Context: an optimization exercise on an open-source flow, tuned for small area, a short achievable clock period and few clock cycles. The choices shown serve that exercise and are no tape-out recipe. Where RTL was checked, it was by simulation tests only, not by an equivalence proof against the original. Power and IR drop assume default switching activity.

==> run a: inputs <==
==> flow/design.v (excerpt) <==
module infix_to_prefix_converter_unit (
  input  logic       clk_i,
  input  logic       rst_ni,
  input  logic       s_axis_tvalid,
  output logic       s_axis_tready,
  input  logic [7:0] s_axis_tdata,    
  input  logic       s_axis_tlast,
  output logic       m_axis_tvalid,
  input  logic       m_axis_tready,
  output logic [7:0] m_axis_tdata,    
  output logic       m_axis_tlast,
  output logic [1:0] m_axis_tuser     
);
Settings: LEC_CHECK=0, CAP_MARGIN=20, CORE_MARGIN=2, CORE_UTILIZATION=30, SETUP_SLACK_MARGIN=3.0, SLEW_MARGIN=20, TNS_END_PERCENT=10; clock period 6.0 ns.
run.sh (not shown) runs the stock make flow with config.mk's settings and CLKGATE_MAP_FILE= SYNTH_SCRIPT=/design/flow/synth_recipe.tcl, a recipe that flattens the netlist after the stock synthesis.
==> inputs of run b, as changes to run a <==
--- a/flow/design.v
+++ b/flow/design.v
@@ -83,62 +83,71 @@
   logic [7:0] qa_p_q [2];
   logic        b_run_q;
   logic [63:0] rp_q;       
   logic [6:0]  rem_q;      
   logic        finp_q;     
   logic [5:0]  wp_q;       
   logic [6:0]  mcnt_q;     
   logic [6:0]  bend_q;     
+  logic [6:0]  blen_q;     
+  logic [6:0]  gap_q;      
   logic          r_v_q;
   logic [7:0]    r_d_q;
   logic          r_fin_q;
   logic          f0_v_q, f1_v_q;
   logic [SW-1:0] f0_q, f1_q;
-  logic [7:0] s_q [SD];
+  logic [7:0] s0_q, s1_q;
+  logic [7:0] sdp_q [SD-2];
+  logic       pk_push_q, pk_pop_q;
+  logic [7:0] pk_d_q;
   logic [6:0] sd_q;
   logic       sd0_q, sd1_q, sd2_q;   
   logic       dd_q;
   logic       s0_opn_q, s1_opn_q;
   logic [2:0] s0_ge_q, s1_ge_q;
   logic [1:0] qc_cnt_q;
   logic       qc_s_q  [2];
   logic [1:0] qc_st_q [2];
   logic [6:0] qc_lo_q [2];
   logic [6:0] qc_hi_q [2];
+  logic [6:0] qc_fr_q [2];    
   logic        c_run_q;
   logic [6:0]  cp_q;       
   logic [63:0] cpo_q;      
   logic [6:0]  cend_q;
+  logic       wqa_v_q, wqb_v_q;
+  logic [5:0] wqa_a_q, wqb_a_q;
+  logic [7:0] wqa_d_q, wqb_d_q;
   logic       ov_q;
   logic [7:0] od_q;
   logic       ol_q;
   logic [1:0] ou_q;
   logic       ram_wea, ram_web;
   logic [7:0] ram_wdb;
+  logic [6:0] used_d;
   logic [7:0] ram_rda, ram_rdb;
   itp_ram u_ram (
     .clk_i (clk_i),
-    .wea_i (ram_wea),
-    .waa_i (wa_q[5:0]),
-    .wda_i (s_axis_tdata),
-    .web_i (ram_web),
-    .wab_i (wp_q),
-    .wdb_i (ram_wdb),
+    .wea_i (wqa_v_q),
+    .waa_i (wqa_a_q),
+    .wda_i (wqa_d_q),
+    .web_i (wqb_v_q),
+    .wab_i (wqb_a_q),
+    .wdb_i (wqb_d_q),
     .rsa_i (rp_q),
     .rda_o (ram_rda),
     .rsb_i (cpo_q),
     .rdb_o (ram_rdb)
   );
   logic       a_full;
   logic       s_fire;
   logic       a_rel;
   logic       qa_push, qa_pop;
   logic [6:0] qa_push_n;
-  logic [6:0] c_free;
   assign a_full        = aovf_q || acnt_q[6];
   assign s_axis_tready = (qa_cnt_q != 2'd2) && (a_full || !used_q[6]);
   assign s_fire        = s_axis_tvalid && s_axis_tready;
   assign ram_wea       = s_fire && !a_full;
   assign a_rel         = s_fire && s_axis_tlast && a_full;
   assign qa_push       = s_fire && s_axis_tlast;
   assign qa_push_n     = acnt_q + 7'd1;
   always_ff @(posedge clk_i or negedge rst_ni) begin
@@ -165,20 +174,35 @@
       end
     end
   end
   always_ff @(posedge clk_i) begin
     if (s_fire) aprev_q <= s_axis_tdata;
   end
   always_ff @(posedge clk_i or negedge rst_ni) begin
     if (!rst_ni) begin
+      wqa_v_q <= 1'b0;
+      wqb_v_q <= 1'b0;
+    end else begin
+      wqa_v_q <= ram_wea;
+      wqb_v_q <= ram_web;
+    end
+  end
+  always_ff @(posedge clk_i) begin
+    wqa_a_q <= wa_q[5:0];
+    wqa_d_q <= s_axis_tdata;
+    wqb_a_q <= wp_q;
+    wqb_d_q <= ram_wdb;
+  end
+  always_ff @(posedge clk_i or negedge rst_ni) begin
+    if (!rst_ni) begin
       used_q   <= '0;
       qa_cnt_q <= '0;
     end else begin
-      used_q   <= used_q + {6'd0, ram_wea} - (a_rel ? 7'd64 : 7'd0) - c_free;
+      used_q   <= used_d;
       qa_cnt_q <= qa_cnt_q + {1'b0, qa_push} - {1'b0, qa_pop};
     end
   end
   always_ff @(posedge clk_i) begin
     if (qa_pop) begin
       qa_b_q[0] <= qa_b_q[1];
       qa_n_q[0] <= qa_n_q[1];
       qa_o_q[0] <= qa_o_q[1];
@@ -216,18 +240,20 @@
   itp_prec_unit u_lcls (
     .c_i (qa_c_q[0]), .operand_o (lc_opd), .open_o (lc_opn), .close_o (lc_cls), .op_o (lc_op),
     .ge_o (lc_ge)
   );
   itp_prec_unit u_pcls (
     .c_i (qa_p_q[0]), .operand_o (pc_opd), .open_o (pc_opn), .close_o (pc_cls), .op_o (pc_op),
     .ge_o (pc_ge)
   );
+  logic [7:0] s2_d;
+  assign s2_d = pk_pop_q ? sdp_q[1] : (pk_push_q ? pk_d_q : sdp_q[0]);
   itp_prec_unit u_scls (
-    .c_i (s_q[2]), .operand_o (s2_opd_unused), .open_o (s2_opn), .close_o (s2_cls_unused),
+    .c_i (s2_d), .operand_o (s2_opd_unused), .open_o (s2_opn), .close_o (s2_cls_unused),
     .op_o (s2_op_unused), .ge_o (s2_ge)
   );
   logic [SW-1:0] r_sym, lc_sym, pc_sym, fin_sym, ovf_sym;
   assign r_sym   = r_fin_q ? fin_sym
                            : {r_d_q, rc_opd, rc_opn, rc_cls, rc_op, rc_ge, 1'b0, 1'b0};
   assign lc_sym  = {qa_c_q[0], lc_opd, lc_opn, lc_cls, lc_op, lc_ge, 1'b0, 1'b0};
   assign pc_sym  = {qa_p_q[0], pc_opd, pc_opn, pc_cls, pc_op, pc_ge, 1'b0, 1'b0};
   assign fin_sym = {8'h00, 1'b0, 1'b0, 1'b1, 1'b0, 3'b000, 1'b1, 1'b0};
@@ -240,21 +266,22 @@
   logic       dd_set, dd_clr;
   logic       fin;
   logic [1:0] fin_st;
   logic       pop0, pop1;
   logic       b_start;
   logic       qc_push, qc_pop;
   logic       qc_push_s;
   logic [1:0] qc_push_st;
-  logic [6:0] qc_push_lo, qc_push_hi;
+  logic [6:0] qc_push_lo, qc_push_hi, qc_push_fr;
+  logic [6:0] bend_m1, gap_m1;
   function automatic logic popc(input logic [2:0] c, input logic [2:0] t);
     popc = c[2] ? t[2] : (t[2] || (t[1] && !c[1]) || (t[0] && !c[0]));
   endfunction
-  assign step = b_run_q && f0_v_q && (qc_cnt_q != 2'd2);
+  assign step = f0_v_q && !qc_cnt_q[1];    
   assign pop0 = popc(f0_q[Y_G3:Y_G1], s0_ge_q);
   assign pop1 = popc(f0_q[Y_G3:Y_G1], s1_ge_q);
   always_comb begin
     adv    = 1'b0;
     emit   = 1'b0;
     emit_s = 1'b0;
     s_push = 1'b0;
     s_pop  = 1'b0;
@@ -324,24 +351,27 @@
         end
       end else begin
         s_push = 1'b1;
         adv    = 1'b1;
       end
     end
   end
   assign ram_web = emit;
-  assign ram_wdb = emit_s ? s_q[0] : f0_q[SW-1:SW-8];
+  assign ram_wdb = emit_s ? s0_q : f0_q[SW-1:SW-8];
   assign b_start    = (!b_run_q || fin) && (qa_cnt_q != 2'd0);
   assign qa_pop     = b_start;
   assign qc_push    = fin;
   assign qc_push_s  = (fin_st != STAT_OK) || ((mcnt_q == '0) && !emit);
   assign qc_push_st = fin_st;
-  assign qc_push_lo = bend_q - mcnt_q - {6'd0, emit};
+  assign bend_m1    = bend_q - mcnt_q - 7'd1;
+  assign gap_m1     = gap_q - 7'd1;
+  assign qc_push_lo = emit ? bend_m1 : (bend_q - mcnt_q);
   assign qc_push_hi = bend_q;
+  assign qc_push_fr = qc_push_s ? blen_q : (emit ? gap_m1 : gap_q);
   logic          a0_v, a1_v;
   logic [SW-1:0] a0, a1;
   logic          mv;        
   logic          fetch;     
   always_comb begin
     if (adv) begin
       a0_v = f1_v_q;
       a0   = f1_q;
@@ -414,100 +444,130 @@
       if (dd_set)      dd_q <= 1'b1;
       else if (dd_clr) dd_q <= 1'b0;
       if (emit) mcnt_q <= mcnt_q + 7'd1;
     end
   end
   always_ff @(posedge clk_i) begin
     if (b_start) begin
       rp_q   <= onehot(6'(qa_b_q[0] + qa_n_q[0] - 7'd3));
+      blen_q <= qa_o_q[0] ? 7'd0 : qa_n_q[0];
+      gap_q  <= qa_n_q[0];
       wp_q   <= 6'(qa_b_q[0] + qa_n_q[0] - 7'd1);
       bend_q <= qa_o_q[0] ? qa_b_q[0] : (qa_b_q[0] + qa_n_q[0]);
       f0_q   <= qa_o_q[0] ? ovf_sym : lc_sym;
       f1_q   <= (qa_n_q[0] == 7'd1) ? fin_sym : pc_sym;
     end else begin
       if (fetch && (rem_q != '0)) rp_q <= {rp_q[0], rp_q[63:1]};
       if (emit) wp_q <= wp_q - 6'd1;
+      if (emit) gap_q <= gap_m1;
       f0_q <= a0;
       f1_q <= a1;
     end
     if (fetch) begin
       r_d_q   <= ram_rda;
       r_fin_q <= (rem_q == '0);
     end
   end
   always_ff @(posedge clk_i) begin
     if (b_start) begin
-      s_q[0]   <= CH_CLOSE;
+      s0_q     <= CH_CLOSE;
       s0_opn_q <= 1'b1;
       s0_ge_q  <= 3'b000;
     end else if (s_push) begin
-      for (int i = SD - 1; i > 0; i--) s_q[i] <= s_q[i-1];
-      s_q[0]   <= f0_q[SW-1:SW-8];
+      s0_q     <= f0_q[SW-1:SW-8];
       s0_opn_q <= f0_q[Y_OPN];
       s0_ge_q  <= f0_q[Y_G3:Y_G1];
+      s1_q     <= s0_q;
       s1_opn_q <= s0_opn_q;
       s1_ge_q  <= s0_ge_q;
     end else if (s_pop) begin
-      for (int i = 0; i < SD - 1; i++) s_q[i] <= s_q[i+1];
+      s0_q     <= s1_q;
       s0_opn_q <= s1_opn_q;
       s0_ge_q  <= s1_ge_q;
+      s1_q     <= s2_d;
       s1_opn_q <= s2_opn;
       s1_ge_q  <= s2_ge;
     end else if (s_repl) begin
-      s_q[0]   <= f0_q[SW-1:SW-8];
+      s0_q     <= f0_q[SW-1:SW-8];
       s0_opn_q <= f0_q[Y_OPN];
       s0_ge_q  <= f0_q[Y_G3:Y_G1];
     end
+    pk_d_q <= s1_q;
+    if (pk_push_q) begin
+      for (int i = SD - 3; i > 0; i--) sdp_q[i] <= sdp_q[i-1];
+      sdp_q[0] <= pk_d_q;
+    end else if (pk_pop_q) begin
+      for (int i = 0; i < SD - 3; i++) sdp_q[i] <= sdp_q[i+1];
+    end
+  end
+  always_ff @(posedge clk_i or negedge rst_ni) begin
+    if (!rst_ni) begin
+      pk_push_q <= 1'b0;
+      pk_pop_q  <= 1'b0;
+    end else begin
+      pk_push_q <= s_push && !b_start;
+      pk_pop_q  <= s_pop && !b_start;
+    end
   end
   always_ff @(posedge clk_i or negedge rst_ni) begin
     if (!rst_ni) begin
       qc_cnt_q <= '0;
     end else begin
       qc_cnt_q <= qc_cnt_q + {1'b0, qc_push} - {1'b0, qc_pop};
     end
   end
   always_ff @(posedge clk_i) begin
     if (qc_pop) begin
       qc_s_q[0]  <= qc_s_q[1];
       qc_st_q[0] <= qc_st_q[1];
       qc_lo_q[0] <= qc_lo_q[1];
       qc_hi_q[0] <= qc_hi_q[1];
+      qc_fr_q[0] <= qc_fr_q[1];
     end
     if (qc_push) begin
       if ((qc_cnt_q == 2'd0) || ((qc_cnt_q == 2'd1) && qc_pop)) begin
         qc_s_q[0]  <= qc_push_s;
         qc_st_q[0] <= qc_push_st;
         qc_lo_q[0] <= qc_push_lo;
         qc_hi_q[0] <= qc_push_hi;
+        qc_fr_q[0] <= qc_push_fr;
       end else begin
         qc_s_q[1]  <= qc_push_s;
         qc_st_q[1] <= qc_push_st;
         qc_lo_q[1] <= qc_push_lo;
         qc_hi_q[1] <= qc_push_hi;
+        qc_fr_q[1] <= qc_push_fr;
       end
     end
   end
   logic       out_free;
   logic       load_out;
   logic [7:0] lo_d;
   logic       lo_l;
   logic [1:0] lo_u;
   logic       c_last;
   assign out_free = !ov_q || m_axis_tready;
   assign c_last   = ((cp_q + 7'd1) == cend_q);
   assign qc_pop   = !c_run_q && (qc_cnt_q != 2'd0) && (!qc_s_q[0] || out_free);
   assign load_out = out_free && (c_run_q || (!c_run_q && (qc_cnt_q != 2'd0) && qc_s_q[0]));
   assign lo_d     = c_run_q ? ram_rdb : 8'h00;
   assign lo_l     = c_run_q ? c_last : 1'b1;
   assign lo_u     = c_run_q ? STAT_OK : qc_st_q[0];
+  logic [6:0] cf0, cf1, u0, u1, u0p, u1p;
+  assign cf0 = (!c_run_q && (qc_cnt_q != 2'd0) && !qc_s_q[0]) ? qc_fr_q[0] : 7'd0;
+  assign cf1 = c_run_q ? 7'd1 : ((qc_cnt_q != 2'd0) ? qc_fr_q[0] : 7'd0);
+  assign u0  = used_q - cf0;
+  assign u1  = used_q - cf1;
+  assign u0p = used_q - cf0 + 7'd1;
+  assign u1p = used_q - cf1 + 7'd1;
   always_comb begin
-    if (c_run_q)     c_free = {6'd0, out_free};
-    else if (qc_pop) c_free = (qc_s_q[0] ? qc_hi_q[0] : qc_lo_q[0]) - cp_q;
-    else             c_free = '0;
+    if (out_free) used_d = ram_wea ? u1p : u1;
+    else          used_d = ram_wea ? u0p : u0;
+    if (a_rel) used_d[6] = !used_d[6];
   end
   always_ff @(posedge clk_i or negedge rst_ni) begin
     if (!rst_ni) begin
       c_run_q <= 1'b0;
       cp_q    <= '0;
       ov_q    <= 1'b0;
     end else begin
       if (c_run_q) begin
==> comparison table <==
| item | run a | run b |
|---|---|---|
| Status | complete, no violations | complete, no violations |
| Yosys warns | 23 | 25 |
| Maximum VDD drop | 0.0006780 V | 0.0004963 V |
| Core Rows | 176 | 178 |
| Xor and xnor fraction of the mapped netlist area | 0.8996% | 1.125% |
| Netlist area before placement | 69680 sq um | 70870 sq um |
| Rel. slew slack | 6.847% | 11.54% |
| Worst-skew pair later-pin latency | 0.87 ns | 0.88 ns |
| Placer Congestion | 1.109 | 1.091 |
| Avg Synthesized Cell Area | 11.02 sq um | 13.74 sq um |
| Die X | 486.0 um | 490.0 um |
| FF+latch count | 1417 | 1485 |
| Synth Area in Simple Gates | 15.57% | 5.780% |
| Met1 routed wirelength after detailed routing | 144.1 mm | 138.0 mm |
| Count of clock buffers in the final design | 207 | 218 |
| Crit path arrival time | 3.99 ns | 4.15 ns |
| Wire length on met2 | 155.5 mm | 139.2 mm |
| Power dissipated in sequential cells | 19.6 mW | 17.2 mW |
| DRT Wirelength | 371.1 mm | 345.1 mm |
| Crit path to | od_q[3] | r_d_q[0] |
| Flop2flop setup slack | 2.48 ns | 2.36 ns |
| Initial Utilization | 30.22% | 30.16% |
| Largest fanout on the critical path | 2 | 5 |
| Met3 routed wirelength | 39.98 mm | 40.09 mm |
| Capture instance of the worst register-to-register path | od_q[3] | r_d_q[0] |
Testbench counts of run a, summed over its fixed seeds: cycles 8,142.
Function not checked in run b: the RTL went through the layout flow alone.

==> static timing again, ports no longer ideal <==
In the flow no input, the clock included, has a driving cell. The finished layouts below were timed again as built, in two steps. Step 1 assumes that a clkbuf_16 drives the clock port and a buf_2 every other input. Step 2 adds t to the input delays and takes it off the output delays; t is the mean of the earliest and latest rising clock arrival at the registers after step 1. Input paths then give back, and output paths get back, about the clock's delay inside the block. a / b / c = ideal / step 1 / step 2; a / b = the first two.
| run | t (ns) | setup WS [ns] | latest minus earliest clock arrival (ns) | pins driven straight from the clock port |
|---|---|---|---|---|
| run a | 0.933 | 2.484 / 2.484 / 1.847 | 0.071 / 0.071 | 1 |
| run b | 0.945 | 2.357 / 2.357 / 1.907 | 0.076 / 0.076 | 1 |
After both steps setup and hold are still met in every run listed. The setup slack of run a, which loses most, moves by 0.000 ns with the drivers and by -0.637 ns with both steps.
